Background: an optimization exercise with open tools, aiming at small area, a short achievable clock period and few clock cycles per item. Do not read the settings as production practice.
The RTL was checked by simulation tests, not by an equivalence proof against the original design.
Power is estimated from default activity; no workload was simulated.

[standard.sh]
#!/bin/bash
# synth_recipe.tcl (not shown) runs the flow's synth.tcl, then flattens the netlist and writes it again
# the make line also repeats each setting of config.mk as NAME=value (left out here)
make -C /OpenROAD-flow-scripts/flow DESIGN_CONFIG=/design/flow/config.mk WORK_HOME=/design/flow/orfs CLKGATE_MAP_FILE= SYNTH_SCRIPT=/design/flow/synth_recipe.tcl "${@:-finish}"
[flow/abc_speed.script]
strash
dch
map -D 1500
topo
stime -c
buffer -c
upsize -c -D 1500
dnsize -c -D 1500
[constraint.sdc]
create_clock -name core_clock -period 5.0 [get_ports {clk}]
set_input_delay 1.0000 -clock core_clock [delete_from_list [all_inputs] [get_ports {clk}]]
set_output_delay 1.0000 -clock core_clock [all_outputs]
set_load 0.01 [all_outputs]
[config.mk]
export PLATFORM = sky130hd
export DESIGN_NAME = battery_soc_power_mode_controller
export DESIGN_NICKNAME = battery_soc_power_mode_controller
export VERILOG_FILES = /design/flow/design.v
export SDC_FILE = /design/flow/constraint.sdc
export NUM_CORES = 4
export LEC_CHECK = 0
export CAP_MARGIN = 20
export CORE_MARGIN = 2
export CORE_UTILIZATION = 40
export PLACE_DENSITY = 0.6
export SETUP_SLACK_MARGIN = 2.4
export SLEW_MARGIN = 20
export TNS_END_PERCENT = 100
[flow/run.sh]
#!/bin/bash
# Standard ORFS layout (the standard.sh), except that synthesis maps with
# the delay-driven ABC script in flow/abc_speed.script and without the adder
# cell mapping, and the port buffers start as buf_1 cells.
set -euo pipefail
rm -rf scripts_abc
cp -r "$FLOW_HOME/scripts" scripts_abc
cp flow/abc_speed.script scripts_abc/abc_speed.script
bash standard.sh SCRIPTS_DIR="$PWD/scripts_abc" ADDER_MAP_FILE= BUFFER_PORTS_ARGS="-buffer_cell sky130_fd_sc_hd__buf_1" CTS_ARGS='-sink_clustering_enable -repair_clock_nets -dont_use_dummy_load -buf_list {sky130_fd_sc_hd__clkbuf_4 sky130_fd_sc_hd__clkbuf_8}' finish > standard.log 2>&1
[design.v]
package bspmc_pkg;
  localparam int SocW    = 24;
  localparam int CountW  = 18;
  localparam int VoltW   = 13;
  localparam int SStepW  = 16;
  localparam int CStepW  = 10;
  localparam int ModeW   = 8;
  localparam int SwW     = 7;
  localparam int OpW     = 3;
  localparam int CfgIdxW = 3;
  localparam int CfgDatW = 24;
  localparam int InDatW  = 80;
  localparam int OutDatW = 64;
  localparam logic [SocW-1:0] SOC_ONE = 24'd8388608;
  localparam logic [OpW-1:0] OP_PULSE    = 3'd0;
  localparam logic [OpW-1:0] OP_TICK     = 3'd1;
  localparam logic [OpW-1:0] OP_SET_MODE = 3'd2;
  localparam logic [OpW-1:0] OP_RESTORE  = 3'd3;
  localparam logic [OpW-1:0] OP_INIT_SOC = 3'd4;
  localparam logic [OpW-1:0] OP_ACK      = 3'd5;
  localparam logic [ModeW-1:0] MODE_DETUMBLE  = 8'd0;
  localparam logic [ModeW-1:0] MODE_CRITICAL  = 8'd1;
  localparam logic [ModeW-1:0] MODE_SURVIVAL  = 8'd2;
  localparam logic [ModeW-1:0] MODE_LOW_POWER = 8'd3;
  localparam logic [ModeW-1:0] MODE_IDLE      = 8'd4;
  localparam logic [ModeW-1:0] MODE_NORMAL    = 8'd5;
  localparam logic [ModeW-1:0] MODE_NONE      = 8'd255;
  localparam logic [CfgIdxW-1:0] REG_CRIT_TH     = 3'd0;
  localparam logic [CfgIdxW-1:0] REG_SURV_TH     = 3'd1;
  localparam logic [CfgIdxW-1:0] REG_LOWPWR_TH   = 3'd2;
  localparam logic [CfgIdxW-1:0] REG_CHARGED_MV  = 3'd3;
  localparam logic [CfgIdxW-1:0] REG_SOC_STEP    = 3'd4;
  localparam logic [CfgIdxW-1:0] REG_CHARGE_STEP = 3'd5;
  localparam logic [CfgIdxW-1:0] REG_CAPACITY    = 3'd6;
  localparam logic [SocW-1:0]   RST_CRIT_TH     = 24'd2097152;
  localparam logic [SocW-1:0]   RST_SURV_TH     = 24'd2516582;
  localparam logic [SocW-1:0]   RST_LOWPWR_TH   = 24'd3355443;
  localparam logic [VoltW-1:0]  RST_CHARGED_MV  = 13'd7100;
  localparam logic [SStepW-1:0] RST_SOC_STEP    = 16'd1526;
  localparam logic [CStepW-1:0] RST_CHARGE_STEP = 10'd25;
  localparam logic [CountW-1:0] RST_CAPACITY    = 18'd129600;
  typedef struct packed {
    logic [VoltW-1:0]  voltage_mv;
    logic              charge_dir;
    logic [ModeW-1:0]  mode_value;
    logic [15:0]       mode_primary;
    logic [15:0]       mode_redundant;
    logic [SocW-1:0]   soc_init;
    logic [OpW-1:0]    opcode;
  } in_item_t;
  function automatic logic [SwW-1:0] load_pattern(input logic [ModeW-1:0] m);
    logic [SwW-1:0] p;
    unique case (m)
      MODE_DETUMBLE:  p = 7'h03;
      MODE_CRITICAL:  p = 7'h00;
      MODE_SURVIVAL:  p = 7'h05;
      MODE_LOW_POWER: p = 7'h0F;
      MODE_IDLE:      p = 7'h0D;
      MODE_NORMAL:    p = 7'h1F;
      default:        p = 7'h00;
    endcase
    load_pattern = p;
  endfunction
endpackage
module battery_soc_power_mode_controller
(
  input  logic                clk,
  input  logic                rst,
  input  logic                s_tvalid,
  output logic                s_tready,
  input  logic [bspmc_pkg::OpW-1:0]      s_tuser,
  input  logic [bspmc_pkg::InDatW-1:0]   s_tdata,
  output logic                m_tvalid,
  input  logic                m_tready,
  output logic [bspmc_pkg::OutDatW-1:0]  m_tdata,
  input  logic                cfg_valid,
  output logic                cfg_ready,
  input  logic [bspmc_pkg::CfgIdxW-1:0]  cfg_index,
  input  logic [bspmc_pkg::CfgDatW-1:0]  cfg_data
);
  localparam int SocW   = bspmc_pkg::SocW;
  localparam int CountW = bspmc_pkg::CountW;
  localparam int ModeW  = bspmc_pkg::ModeW;
  localparam int SwW    = bspmc_pkg::SwW;
  localparam int SStepW = bspmc_pkg::SStepW;
  localparam int CStepW = bspmc_pkg::CStepW;
  logic [SocW-1:0]              crit_th;
  logic [SocW-1:0]              surv_th;
  logic [SocW-1:0]              lowpwr_th;
  logic [bspmc_pkg::VoltW-1:0]  charged_mv;
  logic [SStepW-1:0]            soc_step;
  logic [CStepW-1:0]            charge_step;
  logic [CountW-1:0]            capacity;
  logic [ModeW-1:0]  current_mode, current_mode_next;
  logic [ModeW-1:0]  applied_mode, applied_mode_next;
  logic              mode_changed, mode_changed_next;
  logic [SwW-1:0]    switch_pattern, switch_pattern_next;
  logic [SocW-1:0]   soc_est, soc_est_next;
  logic [CountW-1:0] charge_total, charge_total_next;
  logic              updated, updated_next;
  logic              accept;
  logic [2:0]                  op;
  logic                        dir;
  logic [bspmc_pkg::VoltW-1:0] volt;
  logic [ModeW-1:0]            mval;
  logic [15:0]                 prim, redu;
  logic [SocW-1:0]             sinit;
  assign op    = s_tuser;
  assign dir   = s_tdata[0];
  assign volt  = s_tdata[13:1];
  assign mval  = s_tdata[21:14];
  assign prim  = s_tdata[37:22];
  assign redu  = s_tdata[53:38];
  assign sinit = s_tdata[77:54];
  assign cfg_ready = 1'b1;
  assign s_tready  = !m_tvalid || m_tready;
  assign accept    = s_tvalid && s_tready;
  always_ff @(posedge clk) begin
    if (rst) begin
      crit_th     <= bspmc_pkg::RST_CRIT_TH;
      surv_th     <= bspmc_pkg::RST_SURV_TH;
      lowpwr_th   <= bspmc_pkg::RST_LOWPWR_TH;
      charged_mv  <= bspmc_pkg::RST_CHARGED_MV;
      soc_step    <= bspmc_pkg::RST_SOC_STEP;
      charge_step <= bspmc_pkg::RST_CHARGE_STEP;
      capacity    <= bspmc_pkg::RST_CAPACITY;
    end else if (cfg_valid) begin
      case (cfg_index)
        3'd0: crit_th     <= cfg_data;
        3'd1: surv_th     <= cfg_data;
        3'd2: lowpwr_th   <= cfg_data;
        3'd3: charged_mv  <= cfg_data[bspmc_pkg::VoltW-1:0];
        3'd4: soc_step    <= cfg_data[SStepW-1:0];
        3'd5: charge_step <= cfg_data[CStepW-1:0];
        3'd6: capacity    <= cfg_data[CountW-1:0];
        default: ;
      endcase
    end
  end
  logic [CountW:0]   count_sum;
  logic [CountW:0]   count_dif;
  logic [SocW:0]     soc_sum;
  logic [SocW:0]     soc_dif;
  logic [CountW-1:0] count_up, count_dn;
  logic [SocW-1:0]   soc_up, soc_dn;
  assign count_sum = {1'b0, charge_total} + {{(CountW+1-CStepW){1'b0}}, charge_step};
  assign count_dif = {1'b0, charge_total} - {{(CountW+1-CStepW){1'b0}}, charge_step};
  assign soc_sum   = {1'b0, soc_est} + {{(SocW+1-SStepW){1'b0}}, soc_step};
  assign soc_dif   = {1'b0, soc_est} - {{(SocW+1-SStepW){1'b0}}, soc_step};
  logic [CountW:0] csa_s, csa_c;
  logic [CountW:0] cap_n;
  logic [CountW+1:0] count_ovf;
  assign cap_n = ~{1'b0, capacity};
  assign csa_s = {1'b0, charge_total} ^ {{(CountW+1-CStepW){1'b0}}, charge_step} ^ cap_n;
  assign csa_c = ({1'b0, charge_total} & {{(CountW+1-CStepW){1'b0}}, charge_step})
               | ({1'b0, charge_total} & cap_n)
               | ({{(CountW+1-CStepW){1'b0}}, charge_step} & cap_n);
  assign count_ovf = {1'b0, csa_s} + {csa_c, 1'b0};
  assign count_up = count_ovf[CountW+1] ? capacity : count_sum[CountW-1:0];
  assign count_dn = count_dif[CountW] ? '0 : count_dif[CountW-1:0];
  logic [SocW-1:0] ovf_s, ovf_c;
  logic [SocW:0]   ovf_x;
  logic            soc_ovf;
  always_comb begin
    for (int i = 0; i < SocW; i++) begin
      if (i < SStepW) begin
        ovf_s[i] = ~(soc_est[i] ^ soc_step[i]);
        ovf_c[i] = soc_est[i] | soc_step[i];
      end else if (i < SocW-1) begin
        ovf_s[i] = ~soc_est[i];
        ovf_c[i] = soc_est[i];
      end else begin
        ovf_s[i] = soc_est[i];
        ovf_c[i] = 1'b0;
      end
    end
  end
  assign ovf_x   = {1'b0, ovf_s} + {ovf_c, 1'b0};
  assign soc_ovf = ovf_x[SocW];
  assign soc_up = soc_ovf ? bspmc_pkg::SOC_ONE : soc_sum[SocW-1:0];
  assign soc_dn = soc_dif[SocW] ? '0 : soc_dif[SocW-1:0];
  logic lt_crit, lt_surv, lt_low;
  assign lt_crit = soc_est < crit_th;
  assign lt_surv = soc_est < surv_th;
  assign lt_low  = soc_est < lowpwr_th;
  logic ld_crit, ld_surv, ld_low, ld_cur;
  assign ld_crit = applied_mode != bspmc_pkg::MODE_CRITICAL;
  assign ld_surv = applied_mode != bspmc_pkg::MODE_SURVIVAL;
  assign ld_low  = applied_mode != bspmc_pkg::MODE_LOW_POWER;
  assign ld_cur  = (applied_mode != current_mode) && (current_mode <= bspmc_pkg::MODE_NORMAL);
  logic [SwW-1:0] sw_crit, sw_surv, sw_low, sw_cur;
  assign sw_crit = ld_crit ? bspmc_pkg::load_pattern(bspmc_pkg::MODE_CRITICAL)  : switch_pattern;
  assign sw_surv = ld_surv ? bspmc_pkg::load_pattern(bspmc_pkg::MODE_SURVIVAL)  : switch_pattern;
  assign sw_low  = ld_low  ? bspmc_pkg::load_pattern(bspmc_pkg::MODE_LOW_POWER) : switch_pattern;
  assign sw_cur  = ld_cur  ? bspmc_pkg::load_pattern(current_mode)              : switch_pattern;
  logic [ModeW-1:0] tick_mode;
  logic [SwW-1:0]   tick_sw;
  logic             tick_upd;
  assign tick_mode = lt_crit ? bspmc_pkg::MODE_CRITICAL
                   : lt_surv ? bspmc_pkg::MODE_SURVIVAL
                   : lt_low  ? bspmc_pkg::MODE_LOW_POWER
                   : current_mode;
  assign tick_sw   = lt_crit ? sw_crit : lt_surv ? sw_surv : lt_low ? sw_low : sw_cur;
  assign tick_upd  = lt_crit ? ld_crit : lt_surv ? ld_surv : lt_low ? ld_low : ld_cur;
  logic             prim_ok;
  logic [ModeW-1:0] restore_mode;
  logic             restore_ne;
  assign prim_ok      = prim == redu;
  assign restore_mode = prim_ok ? prim[ModeW-1:0] : bspmc_pkg::MODE_IDLE;
  assign restore_ne   = prim_ok ? (prim[ModeW-1:0] != applied_mode)
                                : (applied_mode != bspmc_pkg::MODE_IDLE);
  logic [SocW-1:0] init_soc;
  assign init_soc = (sinit[SocW-1] && |sinit[SocW-2:0]) ? bspmc_pkg::SOC_ONE : sinit;
  always_comb begin
    current_mode_next   = current_mode;
    applied_mode_next   = applied_mode;
    mode_changed_next   = mode_changed;
    switch_pattern_next = switch_pattern;
    soc_est_next        = soc_est;
    charge_total_next   = charge_total;
    updated_next        = 1'b0;
    case (op)
      3'd0: begin
        if (dir) begin
          charge_total_next = count_up;
          soc_est_next      = soc_up;
        end else begin
          charge_total_next = count_dn;
          soc_est_next      = (volt > charged_mv) ? bspmc_pkg::SOC_ONE : soc_dn;
        end
      end
      3'd1: begin
        current_mode_next   = tick_mode;
        applied_mode_next   = tick_mode;
        mode_changed_next   = 1'b0;
        switch_pattern_next = tick_sw;
        updated_next        = tick_upd;
      end
      3'd2: begin
        current_mode_next = mval;
        mode_changed_next = mval != applied_mode;
      end
      3'd3: begin
        current_mode_next = restore_mode;
        mode_changed_next = restore_ne;
      end
      3'd4: soc_est_next = init_soc;
      3'd5: begin
        applied_mode_next = current_mode;
        mode_changed_next = 1'b0;
      end
      default: ;
    endcase
  end
  always_ff @(posedge clk) begin
    if (rst) begin
      current_mode   <= bspmc_pkg::MODE_LOW_POWER;
      applied_mode   <= bspmc_pkg::MODE_NONE;
      mode_changed   <= 1'b1;
      switch_pattern <= '0;
      soc_est        <= '0;
      charge_total   <= bspmc_pkg::RST_CAPACITY;
      updated        <= 1'b0;
      m_tvalid       <= 1'b0;
    end else if (accept) begin
      current_mode   <= current_mode_next;
      applied_mode   <= applied_mode_next;
      mode_changed   <= mode_changed_next;
      switch_pattern <= switch_pattern_next;
      soc_est        <= soc_est_next;
      charge_total   <= charge_total_next;
      updated        <= updated_next;
      m_tvalid       <= 1'b1;
    end else if (m_tready) begin
      m_tvalid       <= 1'b0;
    end
  end
  assign m_tdata = {{(bspmc_pkg::OutDatW-59){1'b0}},
                    charge_total,
                    soc_est,
                    updated,
                    switch_pattern,
                    mode_changed,
                    current_mode};
endmodule
==> impl_metrics.csv, run 1 <==
group,metric,value,unit
critical_path,crit_path_cell_trace,"inv_6, nand2_4, nand2_4, a22oi_2, nand3_2, nor4b_4, nand4_1, nor3_4, a21oi_4, nand2_4, buf_12, o22ai_2, o21ai_1, a21oi_1",
critical_path,start_kind,"flop",
global_route,grt_pass1_vias,14200,
drt,via_per_inst,5.63,
critical_path,r2r_start,"soc_est[13]",
cells_and_area,layout_common_cells,"nand2_1, nor2_1, o21ai_0",
clock_tree,cts.sinks,195,
worst_hold_path,hold_start,"lowpwr_th[0]",
floorplan,pin_count,182,
critical_path,crit_top_cell,"nand2_4",
clock_tree,cts_tree,"built",
clock_tree,path_clk_slew,0.10,ns
synthesis,synth_seq_cells,195,
drt,drc_errors,0,
power,leakagePower,0.00698,µW
critical_path,critPathMaxStageDelay,0.43,ns
drt,wirelength,49900,µm
critical_path,worstSetupPathType,"reg -> reg",
drt,postRouteAntennaNets,0,
worst_hold_path,hp-class,"reg -> reg",
critical_path,crit_start,"soc_est[13]",
critical_path,cp_slowest_cell,"dfxtp_4",
cells_and_area,fin_nets,2502,
cells_and_area,final_core_util,0.486,
synthesis,seq_area_frac_synth,0.280,
power,cellPowerDensity,218,nW/µm²
placed_design,portBuffers,171,
timing,fin_skew,0.0369,ns
synthesis,ys.flop_type,"dfxtp_1",
drt,drt_iter0_drc,1303,
critical_path,critPathBufInv,2,
synthesis,netlist_area,14000,µm²
cells_and_area,drive_above_1_share,0.160,
critical_path,worstPathRequired,5.30,ns
timing,period_share,0.529,
timing,setup_viol,0,
synthesis,async_flop_share,0,
clock_tree,h-tree-depth,4,
placed_design,place_congestion,0.943,
synthesis,synth.distinct_cells,81,
clock_tree,clk_path_buf_depth,2,
global_route,overflow,0,
cells_and_area,area_growth_syn_to_layout,19.9,%
global_route,antenna_found_initial,0,
floorplan,die_h,191,µm
power,irDropWorstVdd,0.000182,V
synthesis,synth-edff-count,0,
floorplan,die_w,191,µm
critical_path,endpoint_kind,"flop",
clock_tree,cts-hold-fix-buffers,0,
critical_path,crit_fanout,5,
synthesis,synth_warnings,1,
drt,vias,16000,
timing,min_period,2.64,ns
critical_path,cp_top_family,"simple AND/OR/NAND/NOR gates",
floorplan,die_area,36400,µm²
synthesis,post_synth.cell_area_avg,6.36,µm²
timing,finalHoldViolCount,0,
clock_tree,worstSkewPairLatency,0.50,ns
outcome,status,"complete, no violations",
timing,tightest_slew,1.10,ns
timing,maxSlewHeadroom,0.268,
cells_and_area,nFillCells,3643,
floorplan,core-area,34500,µm²
drt,wl_per_cell,17.6,µm
drt,firstDrtPassIters,6,
cells_and_area,final_common_cell,"nand2_1",
global_route,grt_pass1_wl,76200,µm
clock_tree,cts_root_buf,"clkbuf_8",
timing,rsz0062_at_grt,"true",
clock_tree,cts-buffers-inserted,17,
floorplan,initial_utilization,0.405,
timing,fin_setup_tns,0,ns
floorplan,rows,68,
placed_design,dpl.hpwl,36300,µm
timing,report.final.slew_viol_count,0,
critical_path,arrival,2.94,ns
timing,clock.fmax,378,MHz
global_route,grt_start_max_net_pins,88,
flow_run,drv_cap,0,
global_route,grtUsageTotal,0.264,
synthesis,synthCells,2196,
-- state kept, by name, summed over array words and instances, names as in the netlist --
signal          count
applied_mode        8
capacity           18
charge_step        10
charge_total       18
charged_mv         13
crit_th            24
current_mode        8
lowpwr_th          24
m_tvalid            1
mode_changed        1
soc_est            24
soc_step           16
surv_th            24
switch_pattern      5
updated             1
-- Yosys cell counts, types with 5 or more instances --
master,count,area share
nor4_1,19,0.0085
xnor2_1,16,0.010
nor2_1,301,0.081
o21ai_1,23,0.0082
o22ai_1,31,0.014
o21ai_0,220,0.079
dfxtp_1,195,0.28
inv_2,21,0.0056
o21ai_2,6,0.0038
nand2_2,9,0.0040
a221oi_1,7,0.0044
o2111ai_1,6,0.0038
nand4_1,44,0.020
buf_2,9,0.0032
a21oi_1,215,0.077
nor2_2,17,0.0076
a22oi_1,8,0.0043
nand3_1,85,0.030
o21bai_1,7,0.0038
xor2_1,66,0.041
nand2_1,380,0.10
o211ai_1,23,0.012
or2_2,9,0.0040
inv_1,204,0.055
buf_4,15,0.0081
nor3_1,31,0.011
or2_1,7,0.0031
a211oi_1,6,0.0032
o221ai_1,6,0.0038
clkbuf_1,63,0.017
o31ai_1,5,0.0027
a31oi_1,50,0.022
-- timing repair --
action	CTS	global route
hold endpoints to repair	0	0
endpoints found under the setup margin	64	76
cloned	3	1
pin swaps	18	59
buffers inserted	17	55
resized for setup	74	210
-- cells by family (layout without fill, tap and decap cells) --
family	count (synthesis)	in the layout	share of synthesized area
muxes	1	1	0.000717
and+or+nand+nor	932	935	0.293
other	2	9	0.000538
DFF	195	195	0.280
buffers and inverters	321	500	0.0928
xor gates and xnor gates	82	82	0.0514
adders and majority gates	2	2	0.00143
AOI/OAI and AO/OA	661	662	0.281
-- power by group --
part	switching [µW]	internal (µW)
clock	550	302
combinational	707	417
sequential	72.6	1600
-- tightest hold or removal path: stages (launching register included) --
cell and delay [ns]:
dfxtp_1 0.32, nand2_1 0.06, nand2_1 0.04
-- path summary, 6_finish.rpt --
check	to	slack (ns)	cells past startpoint
setup / recovery	soc_est[3]	2.36	14
setup reg to reg	soc_est[3]	2.36	14
hold reg to reg	lowpwr_th[0]	0.45	2
hold / removal	lowpwr_th[0]	0.45	2
-- routing by layer --
metal,vias to the layer above,GRT usage,wire [µm]
met5,-,0,0
met3,78,0.0328,2950
met2,567,0.408,21700
met4,0,0.102,1630
met1,7493,0.372,23600
li1,7857,-,-
-- stage by stage --
stage               setup slack (ns)  power (µW)  hold slack [ns]  cell area, µm²  instances
detailed placement              1.44        2600            0.433           14900       2747
global route                    2.27        3840            0.480           16700       2840
finish                          2.36        3650            0.452           16700       2841
floorplan                       2.40        2350            0.419           14000       2202
CTS                             2.36        3510            0.456           15500       2784
global placement                1.50        2590            0.429           14900       2747
-- cell type report --
class	instances	area, µm²	share of cell area
timing repair buffer	254	1350	0.0809
antenna	1	2.50	0.000149
multi-input combinational	1690	9640	0.576
tap	455	569	0.0340
sequential	195	4020	0.240
inverter	229	925	0.0552
clock buffer	17	234	0.0140
Testbench counts, summed over its fixed seeds: cycles 12,008, items 12,000.
==> run 2: changes to the inputs <==
--- a/config.mk
+++ b/config.mk
@@ -10,5 +10,5 @@
 export CORE_UTILIZATION = 40
 export PLACE_DENSITY = 0.6
-export SETUP_SLACK_MARGIN = 2.4
+export SETUP_SLACK_MARGIN = 2.0
 export SLEW_MARGIN = 20
 export TNS_END_PERCENT = 100
==> run 2 against run 1 <==
- sequential share of layout area rose by 1.7 points
- final cell count down 2.4%
- register-to-register slack lost 0.15 ns
- die area did not move
- largest cell class unchanged
==> impl_metrics.csv, run 2 <==
group,metric,value,unit
synthesis,synth.area.top_cells,"dfxtp_1, nand2_1, nor2_1, o21ai_0, a21oi_1",
power,leakagePower,0.00644,µW
timing,maxSlewHeadroom,0.319,
timing,finalHoldViolCount,0,
timing,setup_viol,0,
floorplan,die_h,191,µm
global_route,grt_start_max_net_pins,77,
timing,rsz0062_at_grt,"false",
critical_path,critPathMaxStageDelay,0.43,ns
clock_tree,cts_tree,"built",
timing,fin_skew,0.0402,ns
clock_tree,cts-buffers-inserted,17,
outcome,status,"complete, no violations",
synthesis,synth_seq_cells,195,
clock_tree,clk_path_buf_depth,2,
critical_path,r2r_start,"soc_est[13]",
synthesis,ys.flop_type,"dfxtp_1",
synthesis,synth.top_cells.by_count,"nand2_1, nor2_1, o21ai_0, a21oi_1, inv_1",
cells_and_area,area_growth_syn_to_layout,9.22,%
cells_and_area,final_common_cell,"nand2_1",
cells_and_area,fin_nets,2434,
drt,wl_per_cell,17.2,µm
clock_tree,cts.sinks,195,
drt,firstDrtPassIters,8,
timing,clock.fmax,358,MHz
synthesis,seq_area_frac_synth,0.280,
drt,postRouteAntennaNets,0,
critical_path,worstSetupPathType,"reg -> reg",
drt,via_per_inst,5.55,
power,cellPowerDensity,226,nW/µm²
timing,report.final.slew_viol_count,0,
global_route,grtUsageTotal,0.259,
synthesis,netlist_area,14000,µm²
critical_path,worstPathRequired,5.31,ns
synthesis,synth-edff-count,0,
timing,fin_setup_tns,0,ns
cells_and_area,drive_above_1_share,0.0725,
synthesis,synthCells,2196,
synthesis,async_flop_share,0,
flow_run,drv_cap,0,
timing,period_share,0.558,
critical_path,endpoint_kind,"flop",
timing,hold_ws,0.462,ns
clock_tree,worstSkewPairLatency,0.51,ns
drt,drc_errors,0,
critical_path,cp_top_family,"simple AND/OR/NAND/NOR gates",
drt,wirelength,47700,µm
global_route,grt_pass1_wl,74900,µm
clock_tree,path_clk_slew,0.11,ns
floorplan,die_area,36400,µm²
critical_path,crit_fanout,15,
cells_and_area,antenna_cells,0,
synthesis,synth_warnings,1,
critical_path,crit_start,"soc_est[13]",
timing,min_period,2.79,ns
power,irDropWorstVdd,0.000167,V
drt,drt_iter0_drc,1129,
clock_tree,cts-hold-fix-buffers,0,
synthesis,yosys.area.top_type_share,0.280,
synthesis,yosys.area.top_type,"dfxtp_1",
placed_design,dpl.hpwl,36400,µm
synthesis,yosysMostFrequentCell,"nand2_1",
floorplan,core-area,34500,µm²
synthesis,synth.distinct_cells,81,
placed_design,portBuffers,171,
floorplan,pin_count,182,
worst_hold_path,hold_start,"lowpwr_th[0]",
cells_and_area,final_core_util,0.443,
global_route,antenna_found_initial,0,
synthesis,post_synth.cell_area_avg,6.36,µm²
global_route,grt_pass1_vias,14000,
timing,tightest_slew,1.02,ns
cells_and_area,layout_common_cells,"nand2_1, nor2_1, o21ai_0",
critical_path,start_kind,"flop",
critical_path,arrival,3.11,ns
clock_tree,cts_root_buf,"clkbuf_8",
drt,vias,15400,
floorplan,initial_utilization,0.405,
worst_hold_path,hp-class,"reg -> reg",
floorplan,die_w,191,µm
floorplan,rows,68,
critical_path,crit_path_cell_trace,"inv_2, nand2_1, nand2_1, a22oi_2, nand3_1, nor4b_4, nand4_1, nor3_2, a21oi_2, nand2_4, nand2_4, o2111ai_1, a221oi_1",
critical_path,critPathBufInv,1,
critical_path,cp_slowest_cell,"dfxtp_4",
global_route,overflow,0,
placed_design,place_congestion,0.942,
clock_tree,h-tree-depth,4,
## run 2: stage by stage
| step | setup WS (ns) | power (µW) | area (µm²) | std cells |
|---|---|---|---|---|
| global route | 1.99 | 3640 | 15300 | 2772 |
| global placement | 1.37 | 2580 | 14900 | 2749 |
| floorplan | 2.25 | 2350 | 14000 | 2202 |
| finish | 2.21 | 3450 | 15300 | 2772 |
| detailed placement | 1.20 | 2600 | 14900 | 2749 |
| CTS | 1.97 | 3440 | 15100 | 2766 |
## run 2: area by class of cell
type,instances,area [µm²]
Clock buffer,17,234
Fill cell,3789,19200
Inverter,229,865
Multi-Input combinational cell,1687,8880
Sequential cell,195,3920
Tap cell,455,569
Timing Repair Buffer,189,781
## run 2: where the power goes
group / switching (µW) / leakage (µW) / internal, µW / total (µW)
combinational: 616 / 0.00472 / 300 / 916
clock: 547 / 0.000122 / 302 / 849
sequential: 69.5 / 0.00160 / 1610 / 1680
total: 1230 / 0.00644 / 2210 / 3450
## run 2: tightest hold or removal path, cell delays in order (launching register included)
cell,delay (ns)
dfxtp_1,0.33
nand2_1,0.06
nand2_1,0.04
## run 2: timing repair
item / in CTS / in global routing
gates resized for setup: 6 / 29
endpoints found under the setup margin: 14 / 56
pin swaps: 0 / 5
setup buffers: 0 / 5
gates cloned: 0 / 1
## run 2: worst paths after layout
path                   to  slack [ns]  depth (start not counted)
max reg2reg   soc_est[17]        2.21                         13
min          lowpwr_th[0]        0.46                          2
max           soc_est[17]        2.21                         13
min reg2reg  lowpwr_th[0]        0.46                          2
## run 2: metal layers
layer | up-vias | GRT usage | wire length [µm]
met5 | - | 0 | 0
met4 | 0 | 0.0778 | 1040
met3 | 55 | 0.0256 | 2470
met2 | 489 | 0.430 | 22100
met1 | 7112 | 0.354 | 22100
li1 | 7730 | - | -
## run 2: cell families after synthesis
| logic type | share of synthesized area |
|---|---|
| mux | 0.000717 |
| fa+ha+maj | 0.00143 |
| simple gates | 0.293 |
| buf+inv | 0.0928 |
| xor+xnor | 0.0514 |
| flops | 0.280 |
| other cells | 0.000538 |
| compound gates | 0.281 |
==> run 3: changes to the inputs <==
==> flow/abc_speed.script (replaced) <==
strash
balance
rewrite
refactor
balance
rewrite
rewrite -z
balance
refactor -z
rewrite -z
balance
dch
map -D 1500
topo
stime -c
buffer -c
upsize -c -D 1500
dnsize -c -D 1500
==> run 3 against run 2 <==
- via count fell by 3.0%
- combinational power grew 3.2%
- global-route usage decreased by 0.17 points
- critical endpoint is now soc_est[14]
- wire length fell by 3.3%
- critical path depth fell by 2
- utilization is 0.21 points higher
- largest cell class unchanged
- synthesized cell count fell by 5.5%
- first-iteration DRC count up 11%
- final area decreased by 2.2%
- power grew 0.67%
- clock skew rose by 0.015 ns
==> impl_metrics.csv, run 3 <==
group,metric,value,unit
floorplan,die_w,188,µm
synthesis,seq_area_frac_synth,0.287,
global_route,grtUsageTotal,0.257,
timing,report.final.slew_viol_count,0,
cells_and_area,layout_common_cells,"nand2_1, a21oi_1, inv_1",
global_route,gr-usage-met2,0.425,
drt,drt_iter0_drc,1249,
critical_path,start_kind,"flop",
timing,setup_viol,0,
global_route,busiest_layer,"met2",
clock_tree,path_clk_slew,0.10,ns
critical_path,crit_top_cell,"a21oi_1",
global_route,use_met3,0.0382,
placed_design,place_congestion,0.953,
synthesis,synth.area.top_cells,"dfxtp_1, a21oi_1, o21ai_0, nand2_1, inv_1",
synthesis,post_synth.cell_area_avg,6.55,µm²
timing,tightest_slew,0.965,ns
clock_tree,cts_root_buf,"clkbuf_8",
power,irDropWorstVdd,0.000173,V
placed_design,dp.cells,2629,
global_route,antenna_found_initial,0,
timing,fin_setup_tns,0,ns
critical_path,arrival,3.20,ns
critical_path,crit_path_cell_trace,"inv_2, nor4_2, o221ai_1, a21oi_1, nand2_1, a21oi_1, o21bai_1, and2_4, a32o_1, nand2_1, a21oi_1",
synthesis,yosys.area.top_type,"dfxtp_1",
floorplan,core-area,33500,µm²
critical_path,worstSetupPathType,"reg -> reg",
cells_and_area,fin_nets,2320,
clock_tree,cts.sinks,195,
clock_tree,cts-buffers-inserted,17,
critical_path,cp_slowest_cell,"dfxtp_1",
synthesis,ys.flop_type,"dfxtp_1",
drt,postRouteAntennaNets,0,
timing,rsz0062_at_grt,"false",
worst_hold_path,min_path_cells,2,
global_route,grt_pass1_vias,13800,
timing,fin_skew,0.0554,ns
synthesis,yosysMostFrequentCell,"nand2_1",
synthesis,synth-edff-count,0,
cells_and_area,drive_above_1_share,0.0826,
drt,vias,14900,
cells_and_area,final_common_cell,"nand2_1",
clock_tree,cts_tree,"built",
synthesis,synth_warnings,1,
cells_and_area,antenna_cells,0,
timing,min_period,2.86,ns
cells_and_area,area_growth_syn_to_layout,9.64,%
clock_tree,worstSkewPairLatency,0.51,ns
cells_and_area,nFillCells,3573,
critical_path,worstRegToRegCells,11,
synthesis,synth.top_cells.by_count,"nand2_1, a21oi_1, inv_1, o21ai_0, dfxtp_1",
drt,via_per_inst,5.63,
power,leakagePower,0.00640,µW
synthesis,netlist_area,13600,µm²
timing,period_share,0.571,
floorplan,initial_utilization,0.406,
critical_path,critPathMaxStageDelay,0.54,ns
timing,maxSlewHeadroom,0.357,
floorplan,die_area,35500,µm²
floorplan,die_h,188,µm
clock_tree,clk_path_buf_depth,2,
flow_run,drv_cap,0,
placed_design,dpl.hpwl,35800,µm
outcome,status,"complete, no violations",
drt,wl_per_cell,17.4,µm
timing,clock.fmax,350,MHz
synthesis,yosys.area.top_type_share,0.287,
critical_path,worstPathRequired,5.34,ns
clock_tree,h-tree-depth,4,
cells_and_area,layout.cells.non_filler,2651,
synthesis,synth.distinct_cells,78,
global_route,met1_usage,0.353,
drt,drc_errors,0,
synthesis,synthCells,2076,
floorplan,pin_count,182,
power,cellPowerDensity,233,nW/µm²
floorplan,rows,67,
timing,finalHoldViolCount,0,
synthesis,async_flop_share,0,
placed_design,portBuffers,171,
drt,wirelength,46100,µm
critical_path,crit_fanout,18,
global_route,grt_start_max_net_pins,102,
global_route,grt_pass1_wl,73400,µm
critical_path,endpoint_kind,"flop",
global_route,overflow,0,
synthesis,synth_seq_cells,195,
drt,firstDrtPassIters,6,
worst_hold_path,hp-class,"reg -> reg",
run 3: cell types whose count changed in the layout (fill, tap and decap cells not counted), moves of 9 or more:
cell	previous run	this run
o21ai_0	220	233
xor2_1	66	47
nand2_1	379	307
o22ai_1	31	42
o221ai_1	6	15
a31oi_1	50	34
nand4_1	44	30
inv_1	202	245
a22oi_1	7	31
xnor2_1	16	2
a21oi_1	214	262
nor2_1	298	163
o21ai_1	23	12
run 3: repair_timing:
item,4_1_cts,5_1_grt
buffers inserted,3,2
resized for setup,5,33
endpoints found under the setup margin,25,53
pin swaps,0,1
hold buffers,0,0
run 3: worst paths after layout:
kind / start / end / slack [ns]
hold / removal: switch_pattern[1] / switch_pattern[1] / 0.46
setup reg to reg: soc_est[20] / soc_est[14] / 2.14
hold reg to reg: switch_pattern[1] / switch_pattern[1] / 0.46
setup / recovery: soc_est[20] / soc_est[14] / 2.14
run 3: layout make-up:
| type | instances | area (µm²) | share of cell area |
|---|---|---|---|
| Multi-Input combinational cell | 1526 | 8350 | 0.560 |
| Tap cell | 448 | 561 | 0.0376 |
| Clock buffer | 17 | 234 | 0.0157 |
| Inverter | 273 | 1040 | 0.0700 |
| Sequential cell | 195 | 3920 | 0.263 |
| Timing Repair Buffer | 192 | 801 | 0.0537 |
run 3: kinds of logic (layout without fill, tap and decap cells):
group / after synthesis / after routing / share of synthesized area
AOI/OAI and AO/OA: 761 / 761 / 0.338
DFF: 195 / 195 / 0.287
buffers and inverters: 361 / 482 / 0.107
xor gates and xnor gates: 49 / 49 / 0.0315
and+or+nand+nor: 708 / 708 / 0.235
other: 2 / 8 / 0.000552
run 3: metrics by stage:
| stage | hold slack, ns | total power, µW | utilization | setup WS, ns | instance area [µm²] |
|---|---|---|---|---|---|
| global placement | 0.449 | 2630 | 0.434 | 1.55 | 14500 |
| detailed placement | 0.457 | 2640 | 0.434 | 1.52 | 14500 |
| floorplan | 0.446 | 2380 | - | 2.21 | 13600 |
| CTS | 0.472 | 3480 | 0.441 | 2.00 | 14800 |
| global route | 0.487 | 3670 | 0.445 | 1.98 | 14900 |
| finish | 0.463 | 3470 | 0.445 | 2.14 | 14900 |
run 3: power by group:
part	switching [µW]	total, µW	internal, µW
Combinational	631	945	314
Clock	533	835	302
Sequential	75.5	1690	1610
Total	1240	3470	2230
run 3: critical path: cells and delay by family (launching register included):
| kind | cells | cell delay [ns] |
|---|---|---|
| DFF | 1 | 0.54 |
| buffers and inverters | 1 | 0.17 |
| AOI/OAI and AO/OA | 6 | 1.19 |
| and+or+nand+nor | 4 | 0.82 |
run 3: metal layers:
metal  up-vias  routed length [µm]
li1       7455                   -
met1      6978               21600
met2       436               21300
met3        55                2500
met4         0                 749
met5         -                   0
==> run 4: changes to the inputs <==
==> flow/abc_speed.script (replaced) <==
strash
dch
map -D 1500
topo
==> run 4 against run 3 <==
- synthesized cell count is 1.8% higher
- synthesized area is 2.6% lower
- critical path depth stayed put
- highest routed layer unchanged
- power is 0.77% lower
- worst hold slack worse by 0.0057 ns
- first-iteration DRC count is 3.7% lower
==> impl_metrics.csv, run 4 <==
group,metric,value,unit
outcome,status,"complete, no violations",
floorplan,die_w,186,µm
cells_and_area,antenna_cells,0,
power,power,3440,µW
clock_tree,cts_tree,"built",
placed_design,dpl.hpwl,35800,µm
global_route,antenna_found_initial,1,
drt,postRouteAntennaNets,0,
placed_design,place_congestion,0.942,
clock_tree,path_clk_slew,0.10,ns
critical_path,endpoint_kind,"flop",
drt,vias,15400,
cells_and_area,fin_nets,2442,
timing,fin_setup_tns,0,ns
global_route,overflow,0,
timing,period_share,0.567,
power,irDropWorstVdd,0.000165,V
floorplan,rows,66,
cells_and_area,multiInputGateArea,8840,µm²
synthesis,async_flop_share,0,
critical_path,r2r_start,"soc_est[16]",
synthesis,yosys.area.top_type,"dfxtp_1",
critical_path,worstPathRequired,5.33,ns
power,cellPowerDensity,224,nW/µm²
synthesis,netlist_area,13300,µm²
synthesis,yosysMostFrequentCell,"nand2_1",
critical_path,r2r_setup_slack,2.17,ns
critical_path,crit_top_cell,"a21oi_1",
timing,setup_viol,0,
global_route,grtUsageTotal,0.274,
global_route,grt_pass1_wl,74400,µm
flow_run,drv_cap,0,
timing,finalHoldViolCount,0,
timing,tightest_slew,1.07,ns
worst_hold_path,min_path_cells,2,
timing,min_period,2.83,ns
timing,rsz0062_at_grt,"true",
synthesis,synth_warnings,1,
clock_tree,cts_root_buf,"clkbuf_8",
synthesis,synth.distinct_cells,46,
clock_tree,cts.sinks,195,
drt,wirelength,47600,µm
drt,drc_errors,0,
floorplan,die_h,186,µm
drt,drt_iter0_drc,1203,
critical_path,critPathMaxStageDelay,0.61,ns
critical_path,worstSetupPathType,"reg -> reg",
critical_path,start_kind,"flop",
worst_hold_path,hold_start,"lowpwr_th[6]",
timing,maxSlewHeadroom,0.286,
cells_and_area,area_growth_syn_to_layout,15.7,%
synthesis,synth_seq_cells,195,
cells_and_area,drive_above_1_share,0.0796,
floorplan,die_area,34600,µm²
synthesis,synthCells,2114,
critical_path,worstRegToRegCells,11,
synthesis,yosys.area.top_type_share,0.295,
clock_tree,worstSkewPairLatency,0.51,ns
floorplan,initial_utilization,0.406,
critical_path,arrival,3.16,ns
worst_hold_path,worstHoldEndpoint,"lowpwr_th[6]",
critical_path,crit_path_cell_trace,"clkinv_2, a21oi_1, nand3_1, nor2_1, nand4_1, nor2_2, nor2_4, a211oi_4, nand3_2, nand2_1, a21oi_1",
placed_design,portBuffers,171,
clock_tree,clk_path_buf_depth,2,
global_route,grt_pass1_vias,14200,
timing,clock.fmax,353,MHz
drt,wl_per_cell,17.2,µm
floorplan,core-area,32600,µm²
power,leakagePower,0.00571,µW
floorplan,pin_count,182,
timing,report.final.slew_viol_count,0,
synthesis,synth.area.top_cells,"dfxtp_1, nand2_1, o21ai_0, nor2_1, a21oi_1",
critical_path,r2r_end,"switch_pattern[4]",
synthesis,seq_area_frac_synth,0.295,
cells_and_area,final_common_cell,"nand2_1",
clock_tree,h-tree-depth,4,
cells_and_area,layout_common_cells,"nand2_1, nor2_1, o21ai_0",
critical_path,cp_slowest_cell,"dfxtp_1",
critical_path,crit_fanout,10,
timing,fin_skew,0.0329,ns
drt,firstDrtPassIters,6,
drt,via_per_inst,5.58,
cells_and_area,nFillCells,3515,
clock_tree,cts-hold-fix-buffers,0,
cells_and_area,seqCellArea,3950,µm²
synthesis,synth.top_cells.by_count,"nand2_1, nor2_1, o21ai_0, clkinv_1, a21oi_1",
synthesis,ys.flop_type,"dfxtp_1",
global_route,grt_start_max_net_pins,109,
synthesis,post_synth.cell_area_avg,6.27,µm²
clock_tree,cts-buffers-inserted,17,
synthesis,synth-edff-count,0,
critical_path,crit_start,"soc_est[16]",
worst_hold_path,hp-class,"reg -> reg",
-- run 4: cell types whose count changed in the layout (fill, tap and decap cells not counted), sizes merged, moves of 10 or more --
cell    change
clkinv    +208
nand4      +14
nand2      +73
xnor2      +14
o22ai      -10
inv       -260
a31oi      +14
xor2       +19
nor2      +136
a22oi      -22
a21oi      -48
-- run 4: cells by family after synthesis --
| logic type | Yosys count | share of synthesized area |
|---|---|---|
| AO/OA/AOI/OAI | 661 | 0.283 |
| XOR/XNOR | 82 | 0.0542 |
| flip-flops | 195 | 0.295 |
| other | 2 | 0.000567 |
| multiplexers | 1 | 0.000755 |
| buffers and inverters | 239 | 0.0705 |
| AND/OR/NAND/NOR | 932 | 0.295 |
| adder cells (fa/ha/maj) | 2 | 0.00151 |
-- run 4: area by class of cell --
cell class,instances,area share
multi-input combinational,1687,0.576
clock buffer,17,0.0153
tap,442,0.0361
timing repair buffer,197,0.0556
inverter,229,0.0596
sequential,195,0.257
-- run 4: critical path: cells and delay by family, from the launching register on --
kind	cells	cell delay [ns]
buf+inv	1	0.29
flops	1	0.61
simple gates	7	1.13
compound gates	3	0.62
-- run 4: worst max path at each step --
stage	depth (start not counted)	to	slack [ns]
after global placement	10	charge_total[8]	1.01
after detailed placement	10	charge_total[2]	1.00
after CTS	12	soc_est[20]	1.97
after floorplan	9	charge_total[8]	2.05
after global routing	14	charge_total[8]	1.96
final	11	switch_pattern[4]	2.17
-- run 4: per-stage QoR --
step                      std cells  setup WS (ns)  cell area [µm²]  hold WS, ns   util
after global routing           2767           1.96            15300        0.479  0.470
after detailed placement       2737           1.00            14500        0.445  0.446
after floorplan                2120           2.05            13300        0.419      -
after CTS                      2756           1.97            15000        0.458  0.459
final                          2767           2.17            15300        0.457  0.470
after global placement         2737           1.01            14500        0.435  0.446
-- run 4: per-layer routing --
| layer | up-vias | wire (µm) | track usage |
|---|---|---|---|
| met3 | 57 | 2920 | 0.0319 |
| met5 | - | 0 | 0 |
| li1 | 7765 | - | - |
| met4 | 0 | 1110 | 0.0891 |
| met1 | 7099 | 21900 | 0.370 |
| met2 | 527 | 21700 | 0.453 |
-- run 4: timing repair --
item | CTS | global route
setup endpoints to repair | 64 | 77
buffers inserted | 2 | 10
pin swaps | 2 | 9
gates resized for setup | 62 | 79
hold endpoints to repair | 0 | 0
cloned | 0 | 1
-- run 4: report_power, final --
group | switching (µW) | internal (µW) | leakage [µW] | total [µW]
Clock | 531 | 302 | 0.000122 | 833
Combinational | 619 | 308 | 0.00399 | 928
Sequential | 71.5 | 1610 | 0.00160 | 1680
Total | 1220 | 2220 | 0.00571 | 3440
==> run 5: changes to the inputs <==
==> flow/abc_speed.script (replaced) <==
strash
dch
map -D 1750
topo
stime -c
buffer -c
upsize -c -D 1750
dnsize -c -D 1750
==> run 5 against run 4 <==
- register-to-register slack lost 0.05 ns
- power shrank 1.4%
- final area shrank 2.1%
- final cell count shrank 3.8%
- synthesized area grew 1.2%
- flip-flop and latch count is the same
- sequential share of layout area grew 0.46 points
- utilization shrank 1.9 points
- largest cell class unchanged
- highest routed layer unchanged
==> impl_metrics.csv, run 5 <==
group,metric,value,unit
timing,tightest_slew,1.14,ns
clock_tree,cts_root_buf,"clkbuf_8",
critical_path,r2r_end,"switch_pattern[4]",
floorplan,die_w,187,µm
drt,drt_iter0_drc,851,
critical_path,crit_start,"soc_est[23]",
critical_path,worstSetupPathType,"reg -> reg",
cells_and_area,drive_above_1_share,0.0935,
critical_path,worstPathRequired,5.36,ns
drt,wirelength,43400,µm
clock_tree,cts_tree,"built",
critical_path,r2r_setup_slack,2.12,ns
floorplan,initial_utilization,0.403,
timing,hold_ws,0.450,ns
synthesis,synth.top_cells.by_count,"nor2_1, nand2_1, a21oi_1, inv_1, o21ai_0",
critical_path,arrival,3.24,ns
cells_and_area,area_growth_syn_to_layout,11.9,%
timing,rsz0062_at_grt,"true",
timing,fin_skew,0.0397,ns
timing,finalHoldViolCount,0,
clock_tree,h-tree-depth,4,
power,leakagePower,0.00614,µW
global_route,overflow,0,
critical_path,r2r_start,"soc_est[23]",
global_route,grt_pass1_wl,69000,µm
synthesis,synth-edff-count,0,
power,internal_power,2230,µW
critical_path,endpoint,"switch_pattern[4]",
outcome,status,"complete, no violations",
flow_run,drv_cap,0,
global_route,grtUsageTotal,0.242,
floorplan,rows,67,
timing,maxSlewHeadroom,0.238,
floorplan,core-area,33300,µm²
timing,clock.fmax,347,MHz
power,power_frac_comb,0.262,
synthesis,post_synth.cell_area_avg,6.48,µm²
worst_hold_path,hp-class,"reg -> reg",
timing,fin_setup_tns,0,ns
global_route,antenna_found_initial,0,
cells_and_area,antenna_cells,0,
drt,via_per_inst,5.42,
power,sequentialPowerShare,0.494,
power,clkPwrFrac,0.244,
power,p_sw,1170,µW
placed_design,portBuffers,171,
power,irDropWorstVdd,0.000155,V
floorplan,die_area,35000,µm²
synthesis,yosys.area.top_type,"dfxtp_1",
synthesis,ys.flop_type,"dfxtp_1",
power,netSwitchingFraction,0.345,
global_route,grt_start_max_net_pins,99,
cells_and_area,nFillCells,3632,
clock_tree,cts-buffers-inserted,17,
synthesis,synth.area.top_cells,"dfxtp_1, a21oi_1, nor2_1, nand2_1, o21ai_0",
clock_tree,worstSkewPairLatency,0.51,ns
synthesis,async_flop_share,0,
power,power,3390,µW
synthesis,netlist_area,13400,µm²
floorplan,die_h,187,µm
timing,min_period,2.88,ns
synthesis,synthCells,2072,
timing,setup_viol,0,
clock_tree,cts-hold-fix-buffers,0,
cells_and_area,fin_nets,2331,
global_route,grt_pass1_vias,13700,
drt,firstDrtPassIters,5,
clock_tree,clk_path_buf_depth,2,
drt,postRouteAntennaNets,0,
critical_path,crit_fanout,11,
cells_and_area,layout_common_cells,"nor2_1, nand2_1, a21oi_1",
synthesis,synth_warnings,1,
critical_path,endpoint_kind,"flop",
synthesis,synth.distinct_cells,74,
placed_design,place_congestion,0.906,
floorplan,pin_count,182,
cells_and_area,final_common_cell,"nor2_1",
critical_path,worstRegToRegCells,14,
synthesis,yosysMostFrequentCell,"nor2_1",
synthesis,yosys.area.top_type_share,0.291,
clock_tree,cts.sinks,195,
drt,drc_errors,0,
timing,report.final.slew_viol_count,0,
timing,period_share,0.576,
placed_design,dpl.hpwl,32500,µm
synthesis,seq_area_frac_synth,0.291,
critical_path,start_kind,"flop",
drt,wl_per_cell,16.3,µm
power,cellPowerDensity,226,nW/µm²
clock_tree,path_clk_slew,0.08,ns
drt,vias,14400,
synthesis,synth_seq_cells,195,
## run 5: changes by cell type after synthesis, moves of 23 or more
cell | before | now
nand3_1 | 89 | 59
clkbuf_1 | 0 | 62
o21ai_0 | 249 | 216
inv_2 | 0 | 23
clkinv_1 | 229 | 2
nand2_1 | 392 | 288
nand4_1 | 45 | 14
inv_1 | 0 | 221
## run 5: final cells by class
type,instances,area [µm²],area share
Multi-Input combinational cell,1543,8360,0.557
Sequential cell,195,3930,0.262
Timing Repair Buffer,210,971,0.0647
Inverter,248,951,0.0633
Tap cell,448,561,0.0373
Clock buffer,17,234,0.0156
Timing Repair inverter,1,7.51,0.000500
## run 5: metal layers
layer  up-vias  share of wire  track usage
li1       7280              -            -
met1      6660           0.45        0.308
met2       419           0.46        0.410
met3        81          0.057       0.0394
met4         0          0.035       0.0931
met5         -              0            0
## run 5: metrics by stage
| step | util | setup WS (ns) | area (µm²) | instances |
|---|---|---|---|---|
| 2_1_floorplan | - | 2.12 | 13400 | 2078 |
| 3_3_place_gp | 0.431 | 1.29 | 14300 | 2622 |
| 3_5_place_dp | 0.431 | 1.26 | 14300 | 2622 |
| 4_1_cts | 0.441 | 2.00 | 14700 | 2643 |
| 5_1_grt | 0.451 | 1.94 | 15000 | 2662 |
| 6_report | 0.451 | 2.12 | 15000 | 2662 |
## run 5: repair_timing
item                                    CTS  global route
gates resized for setup                  20            50
pin swaps                                 3            15
endpoints found under the setup margin   50            59
gates cloned                              0             1
buffers inserted                          4            18
## run 5: kinds of logic after synthesis
logic type	synth area share
AND/OR/NAND/NOR	0.250
AO/OA/AOI/OAI	0.296
buffers and inverters	0.103
flip-flops	0.291
XOR/XNOR	0.0601
other	0.000560
## run 5: power groups by stage
| stage | clock network [µW] | logic, µW | registers (µW) |
|---|---|---|---|
| detailed placement | 0 | 830 | 1710 |
| global placement | 0 | 817 | 1710 |
| floorplan | 0 | 605 | 1700 |
| CTS | 859 | 850 | 1680 |
| global route | 914 | 993 | 1690 |
| finish | 828 | 889 | 1680 |
## run 5: worst min-delay path by stage
stage                      startpoint                 to  slack, ns  cells past startpoint
floorplan                lowpwr_th[0]       lowpwr_th[0]       0.42                      2
global placement    switch_pattern[4]  switch_pattern[4]       0.44                      2
detailed placement  switch_pattern[4]  switch_pattern[4]       0.44                      2
CTS                 switch_pattern[1]  switch_pattern[1]       0.45                      2
global route        switch_pattern[3]  switch_pattern[3]       0.47                      2
finish              switch_pattern[1]  switch_pattern[1]       0.45                      2
## run 5: critical path: stages, from the launching register on
cell and delay, ns:
dfxtp_2 0.40, inv_2 0.13, nor2_1 0.09, nor2_1 0.13, nand3_2 0.10, a211oi_2 0.15, nand2_1 0.13, nor4_4 0.29
nor3b_2 0.27, o21ai_1 0.13, and3_4 0.20, a31oi_2 0.21, o2111ai_4 0.23, o21ai_0 0.26, a21oi_1 0.06
==> run 6: changes to the inputs <==
==> flow/abc_speed.script (replaced) <==
strash
dch
map -D 1250
topo
stime -c
buffer -c
upsize -c -D 1250
dnsize -c -D 1250
==> run 6 against run 5 <==
- fmax is 0.48% higher
- synthesized area is 14% higher
- sequential power hardly changed
- power is 6.6% higher
- clock-buffer cell count stayed put
- critical endpoint is now soc_est[4]
==> impl_metrics.csv, run 6 <==
group,metric,value,unit
clock_tree,path_clk_slew,0.10,ns
timing,fin_skew,0.0476,ns
cells_and_area,area_growth_syn_to_layout,9.36,%
synthesis,yosys.area.top_type,"dfxtp_1",
synthesis,netlist_area,15200,µm²
timing,report.final.slew_viol_count,0,
global_route,antenna_found_initial,3,
clock_tree,cts-buffers-inserted,17,
timing,finalHoldViolCount,0,
drt,drt_iter0_drc,1522,
global_route,overflow,0,
placed_design,dpl.hpwl,47500,µm
power,leakagePower,0.00715,µW
floorplan,initial_utilization,0.406,
drt,vias,18000,
drt,via_per_inst,5.72,
synthesis,post_synth.cell_area_avg,6.09,µm²
power,irDropWorstVdd,0.000178,V
critical_path,cp_slowest_cell,"nor2_1",
synthesis,synth_seq_cells,195,
cells_and_area,layout.cells.non_filler,3143,
critical_path,crit_fanout,23,
flow_run,drv_cap,0,
placed_design,portBuffers,171,
timing,tightest_slew,1.14,ns
cells_and_area,fin_nets,2746,
synthesis,synthCells,2504,
placed_design,place_congestion,1.02,
synthesis,synth.distinct_cells,73,
critical_path,critPathMaxStageDelay,0.60,ns
cells_and_area,drive_above_1_share,0.0643,
clock_tree,cts_tree,"built",
timing,maxSlewHeadroom,0.238,
cells_and_area,multiInputGateArea,10000,µm²
synthesis,synth_warnings,1,
timing,clock.fmax,349,MHz
cells_and_area,layout_common_cells,"nand2_1, nor2_1, a21oi_1",
synthesis,synth.top_cells.by_count,"nand2_1, nor2_1, a21oi_1, o21ai_0, inv_1",
critical_path,arrival,3.28,ns
synthesis,seq_area_frac_synth,0.256,
drt,wirelength,61700,µm
floorplan,die_w,199,µm
clock_tree,cts-hold-fix-buffers,0,
drt,drc_errors,0,
clock_tree,cts.sinks,195,
timing,rsz0062_at_grt,"true",
timing,fin_setup_tns,0,ns
global_route,grt_pass1_vias,16500,
global_route,grtUsageTotal,0.309,
cells_and_area,final_common_cell,"nand2_1",
floorplan,die_h,199,µm
drt,postRouteAntennaNets,0,
critical_path,endpoint_kind,"flop",
clock_tree,h-tree-depth,4,
synthesis,async_flop_share,0,
critical_path,r2r_setup_slack,2.14,ns
worst_hold_path,hp-class,"reg -> reg",
floorplan,rows,71,
clock_tree,worstSkewPairLatency,0.54,ns
critical_path,start_kind,"input pin",
power,cellPowerDensity,217,nW/µm²
drt,wl_per_cell,19.6,µm
placed_design,dp.cells,3111,
outcome,status,"complete, no violations",
clock_tree,cts_root_buf,"clkbuf_8",
floorplan,pin_count,182,
critical_path,cp_top_family,"buffers and inverters",
drt,firstDrtPassIters,6,
critical_path,critPathBufInv,3,
global_route,grt_pass1_wl,93500,µm
cells_and_area,seqCellArea,3930,µm²
critical_path,crit_top_cell,"inv_1",
critical_path,worstPathRequired,5.41,ns
clock_tree,clk_path_buf_depth,2,
floorplan,core-area,37600,µm²
timing,min_period,2.87,ns
synthesis,synth-edff-count,0,
synthesis,yosysMostFrequentCell,"nand2_1",
synthesis,yosys.area.top_type_share,0.256,
cells_and_area,final_core_util,0.444,
critical_path,crit_path_cell_trace,"buf_1, inv_1, nor2_1, inv_1, a32o_1, a21oi_1",
timing,period_share,0.573,
timing,setup_viol,0,
floorplan,die_area,39700,µm²
synthesis,ys.flop_type,"dfxtp_1",
global_route,grt_start_max_net_pins,108,
synthesis,synth.area.top_cells,"dfxtp_1, nand2_1, a21oi_1, o21ai_0, nor2_1",
critical_path,worstSetupPathType,"in -> reg",
cells_and_area,nFillCells,4101,
run 6: cell count changes in the layout (fill, tap and decap cells not counted), sizes merged, moves of 14 or more:
cell	before	now
nand3	61	165
o22ai	36	16
nand2	293	527
a21oi	243	257
a221oi	21	2
nor2	322	296
a31oi	40	57
o211ai	22	37
nand4	14	78
xor2	77	41
o21ai	241	267
run 6: report_power, final:
part	switching, µW	internal, µW
clock network	550	301
registers	76.4	1610
logic	753	327
run 6: cell families (layout without fill, tap and decap cells):
kind of cell	after synthesis	count (layout)	synth area share
other cells	2	11	0.000493
compound gates	735	735	0.280
flops	195	195	0.256
xor+xnor	53	53	0.0305
simple gates	1160	1162	0.336
buf+inv	359	476	0.0962
run 6: final cells by class:
class	instances	area share
multi-input combinational	1958	0.601
sequential	195	0.235
inverter	261	0.0591
clock buffer	17	0.0140
tap	511	0.0384
antenna	3	0.000450
timing repair buffer	198	0.0516
run 6: final timing paths:
| path | startpoint | end | cells past startpoint |
|---|---|---|---|
| worst max register to register | soc_est[20] | applied_mode[5] | 11 |
| worst min-delay path | lowpwr_th[9] | lowpwr_th[9] | 2 |
| worst max-delay path | s_tuser[2] | soc_est[4] | 6 |
| worst min register to register | lowpwr_th[9] | lowpwr_th[9] | 2 |
run 6: through the flow:
stage	worst slack, ns	area (µm²)	hold WS [ns]	total power [µW]
after CTS	2.01	16500	0.474	3580
after detailed placement	1.28	16200	0.459	2720
after global routing	1.94	16700	0.487	3820
after floorplan	2.34	15300	0.441	2400
final	2.13	16700	0.470	3620
after global placement	1.35	16200	0.453	2710
run 6: layer usage:
metal | routed length [µm] | up-vias | GRT usage
met5 | 0 | - | 0
met4 | 2710 | 0 | 0.144
met3 | 5200 | 117 | 0.0684
met2 | 26700 | 675 | 0.478
met1 | 27200 | 8346 | 0.408
li1 | - | 8851 | -
run 6: worst min-delay path, stage by stage, from the launching register on:
cell and delay, ns:
dfxtp_1 0.33, nand2_1 0.06, nand2_1 0.04
run 6: repair_timing:
item | 4_1_cts | 5_1_grt
setup buffers | 0 | 10
pin swaps | 0 | 4
gates resized for setup | 8 | 31
cloned | 0 | 2
endpoints found under the setup margin | 47 | 62
==> run 7: changes to the inputs <==
==> flow/abc_speed.script (replaced) <==
strash
dch
map -D 1500
topo
stime -c
buffer -c
upsize -c -D 1500
dnsize -c -D 1500
--- a/config.mk
+++ b/config.mk
@@ -8,7 +8,7 @@
 export CAP_MARGIN = 20
 export CORE_MARGIN = 2
-export CORE_UTILIZATION = 40
-export PLACE_DENSITY = 0.6
-export SETUP_SLACK_MARGIN = 2.0
+export CORE_UTILIZATION = 55
+export PLACE_DENSITY = 0.75
+export SETUP_SLACK_MARGIN = 2.2
 export SLEW_MARGIN = 20
 export TNS_END_PERCENT = 100
==> run 7 against run 6 <==
- worst setup slack gained 0.12 ns
- clock skew shrank 0.0077 ns
- clock power shrank 3.1%
- critical path type is now reg -> reg
- critical endpoint is now soc_est[17]
- largest power group unchanged
==> impl_metrics.csv, run 7 <==
group,metric,value,unit
timing,min_period,2.75,ns
synthesis,yosys.area.top_type_share,0.280,
clock_tree,clk_path_buf_depth,2,
cells_and_area,drive_above_1_share,0.0843,
synthesis,synth-edff-count,0,
critical_path,crit_fanout,8,
placed_design,portBuffers,171,
power,irDropWorstVdd,0.000160,V
power,power,3460,µW
critical_path,cp_slowest_cell,"dfxtp_2",
power,cellPowerDensity,225,nW/µm²
synthesis,async_flop_share,0,
clock_tree,cts-buffers-inserted,17,
synthesis,seq_area_frac_synth,0.280,
floorplan,core-area,25000,µm²
synthesis,synth.area.top_cells,"dfxtp_1, nand2_1, nor2_1, o21ai_0, a21oi_1",
drt,wl_per_cell,17.0,µm
floorplan,initial_utilization,0.558,
power,leakagePower,0.00652,µW
critical_path,arrival,3.13,ns
timing,setup_viol,0,
global_route,antenna_found_initial,0,
clock_tree,h-tree-depth,4,
synthesis,synth.top_cells.by_count,"nand2_1, nor2_1, o21ai_0, a21oi_1, inv_1",
timing,tightest_slew,0.990,ns
placed_design,dp.cells,2622,
global_route,grt_start_max_net_pins,83,
drt,via_per_inst,5.88,
synthesis,synth_warnings,1,
flow_run,drv_cap,0,
critical_path,critPathBufInv,1,
timing,clock.fmax,364,MHz
critical_path,cp_top_family,"simple AND/OR/NAND/NOR gates",
cells_and_area,area_growth_syn_to_layout,10.0,%
power,p_sw,1230,µW
synthesis,synth.distinct_cells,81,
timing,fin_skew,0.0399,ns
floorplan,die_h,163,µm
drt,drt_iter0_drc,1339,
global_route,grtUsageTotal,0.329,
floorplan,pin_count,182,
critical_path,r2r_end,"soc_est[17]",
power,clkPwrFrac,0.238,
worst_hold_path,hp-class,"reg -> reg",
clock_tree,worstSkewPairLatency,0.48,ns
critical_path,path_depth,13,
floorplan,rows,58,
drt,wirelength,45100,µm
critical_path,endpoint,"soc_est[17]",
synthesis,yosys.area.top_type,"dfxtp_1",
clock_tree,cts_tree,"built",
placed_design,dpl.hpwl,33900,µm
cells_and_area,final_core_util,0.614,
floorplan,die_area,26700,µm²
timing,fin_setup_tns,0,ns
timing,report.final.slew_viol_count,0,
cells_and_area,layout_common_cells,"nand2_1, nor2_1, o21ai_0",
drt,postRouteAntennaNets,0,
timing,rsz0062_at_grt,"true",
cells_and_area,fin_nets,2443,
synthesis,netlist_area,14000,µm²
power,sequentialPowerShare,0.485,
synthesis,synth_seq_cells,195,
synthesis,synthCells,2196,
synthesis,yosysMostFrequentCell,"nand2_1",
global_route,grt_pass1_vias,14000,
critical_path,crit_path_cell_trace,"inv_2, nand2_2, nand2_2, nor2_1, a211oi_1, nand2_1, o22ai_1, a21oi_1, or2_1, nand2_4, nand2_4, o2111ai_1, a221oi_1",
power,internal_power,2240,µW
critical_path,worstPathRequired,5.38,ns
critical_path,critPathMaxStageDelay,0.46,ns
timing,maxSlewHeadroom,0.339,
floorplan,die_w,163,µm
critical_path,worstRegToRegCells,13,
drt,firstDrtPassIters,6,
power,netSwitchingFraction,0.354,
global_route,overflow,0,
timing,finalHoldViolCount,0,
critical_path,r2r_setup_slack,2.25,ns
cells_and_area,antenna_cells,0,
placed_design,place_congestion,0.974,
worst_hold_path,min_path_cells,2,
drt,drc_errors,0,
timing,period_share,0.549,
cells_and_area,final_common_cell,"nand2_1",
outcome,status,"complete, no violations",
power,power_frac_comb,0.277,
clock_tree,cts.sinks,195,
critical_path,crit_start,"soc_est[11]",
cells_and_area,design_area,15400,µm²
synthesis,ys.flop_type,"dfxtp_1",
clock_tree,cts_root_buf,"clkbuf_8",
global_route,grt_pass1_wl,70200,µm
critical_path,worstSetupPathType,"reg -> reg",
critical_path,start_kind,"flop",
drt,vias,15600,
placed_design,place_area,14700,µm²
critical_path,endpoint_kind,"flop",
critical_path,r2r_start,"soc_est[11]",
clock_tree,path_clk_slew,0.11,ns
synthesis,post_synth.cell_area_avg,6.36,µm²
cells_and_area,layout.cells.non_filler,2656,
run 7: cell types whose count changed in the layout (fill, tap and decap cells not counted), sizes merged, moves of 9 or more:
cell    change
a21oi      -37
a31o        -9
inv        -30
nand2     -134
nand3      -76
nand4      -33
nor2       +27
nor3       -10
o211ai     -14
o21ai      -18
o22ai      +18
xor2       +25
run 7: tightest hold or removal path: stages (launching register included):
cell and delay, ns:
dfxtp_1 0.32, nand2_1 0.06, nand2_1 0.04
run 7: cell families (layout without fill, tap and decap cells):
kind of cell | Yosys count | in the layout | synth area share
XOR/XNOR | 82 | 82 | 0.0514
multiplexers | 1 | 1 | 0.000717
adder cells (fa/ha/maj) | 2 | 2 | 0.00143
AO/OA/AOI/OAI | 661 | 661 | 0.281
flip-flops | 195 | 195 | 0.280
other | 2 | 8 | 0.000538
buffers and inverters | 321 | 442 | 0.0928
AND/OR/NAND/NOR | 932 | 935 | 0.293
run 7: how the worst min path moves through the flow:
| stage | startpoint | endpoint | slack (ns) |
|---|---|---|---|
| 6_report | lowpwr_th[0] | lowpwr_th[0] | 0.45 |
| 5_1_grt | switch_pattern[3] | switch_pattern[3] | 0.48 |
| 2_1_floorplan | lowpwr_th[0] | lowpwr_th[0] | 0.42 |
| 3_3_place_gp | lowpwr_th[0] | lowpwr_th[0] | 0.43 |
| 3_5_place_dp | lowpwr_th[0] | lowpwr_th[0] | 0.43 |
| 4_1_cts | lowpwr_th[0] | lowpwr_th[0] | 0.46 |
run 7: stage by stage:
stage,hold slack (ns),setup slack (ns)
after CTS,0.455,2.20
final,0.455,2.25
after global placement,0.432,1.33
after global routing,0.483,2.02
after detailed placement,0.435,1.24
after floorplan,0.419,2.25
run 7: what timing repair did:
action / in CTS / in global routing
setup buffers: 0 / 14
setup endpoints to repair: 56 / 71
resized for setup: 14 / 62
cloned: 1 / 2
pin swaps: 2 / 15
hold buffers: 0 / 0
run 7: layout make-up:
type / count / area, µm²
timing repair buffer: 196 / 858
tap: 330 / 413
sequential: 195 / 3950
multi-input combinational: 1689 / 9040
inverter: 229 / 867
fill: 2520 / 9680
clock buffer: 17 / 234
run 7: power groups by stage:
| stage | combinational (µW) | sequential (µW) | clock, µW |
|---|---|---|---|
| global route | 1060 | 1690 | 903 |
| finish | 958 | 1680 | 825 |
| global placement | 857 | 1710 | 0 |
| CTS | 890 | 1680 | 837 |
| floorplan | 652 | 1700 | 0 |
| detailed placement | 874 | 1710 | 0 |
run 7: metal layers:
layer  track usage  part of all wire  vias up
li1              -                 -     7738
met1         0.426              0.43     7157
met2         0.549              0.46      611
met3        0.0521             0.074       98
met4         0.132             0.039        0
met5             0                 0        -

## separate check: timing with driven ports
How much do the figures lean on ideal ports? The routed layouts below were timed once more, with nothing changed but the port constraints. Step 1 assumes that a clkbuf_16 drives the clock port and a buf_2 every other input. Step 2 adds t to the input delays and takes it off the output delays; t is the mean of the earliest and latest rising clock arrival at the registers after step 1. Input paths then give back, and output paths get back, about the clock's delay inside the block. Slacks: ideal ports / drivers / drivers and shift; pairs: ideal ports / drivers.
run | t (ns) | slack for setup (ns) | slew at the worst register clock pin (ns)
run 1 | 0.530 | 2.357 / 2.357 / 1.896 | 0.11 / 0.11
run 2 | 0.536 | 2.210 / 2.210 / 1.719 | 0.11 / 0.11
run 3 | 0.530 | 2.143 / 2.143 / 1.726 | 0.12 / 0.12
run 4 | 0.542 | 2.167 / 2.167 / 1.687 | 0.11 / 0.11
run 5 | 0.535 | 2.120 / 2.120 / 1.705 | 0.11 / 0.11
run 6 | 0.564 | 2.133 / 2.140 / 1.586 | 0.12 / 0.12
run 7 | 0.503 | 2.254 / 2.254 / 1.777 | 0.12 / 0.12
After both steps every run listed still meets setup and hold. The setup slack of run 6, which loses most, moves by +0.007 ns with the drivers and by -0.547 ns with both steps.
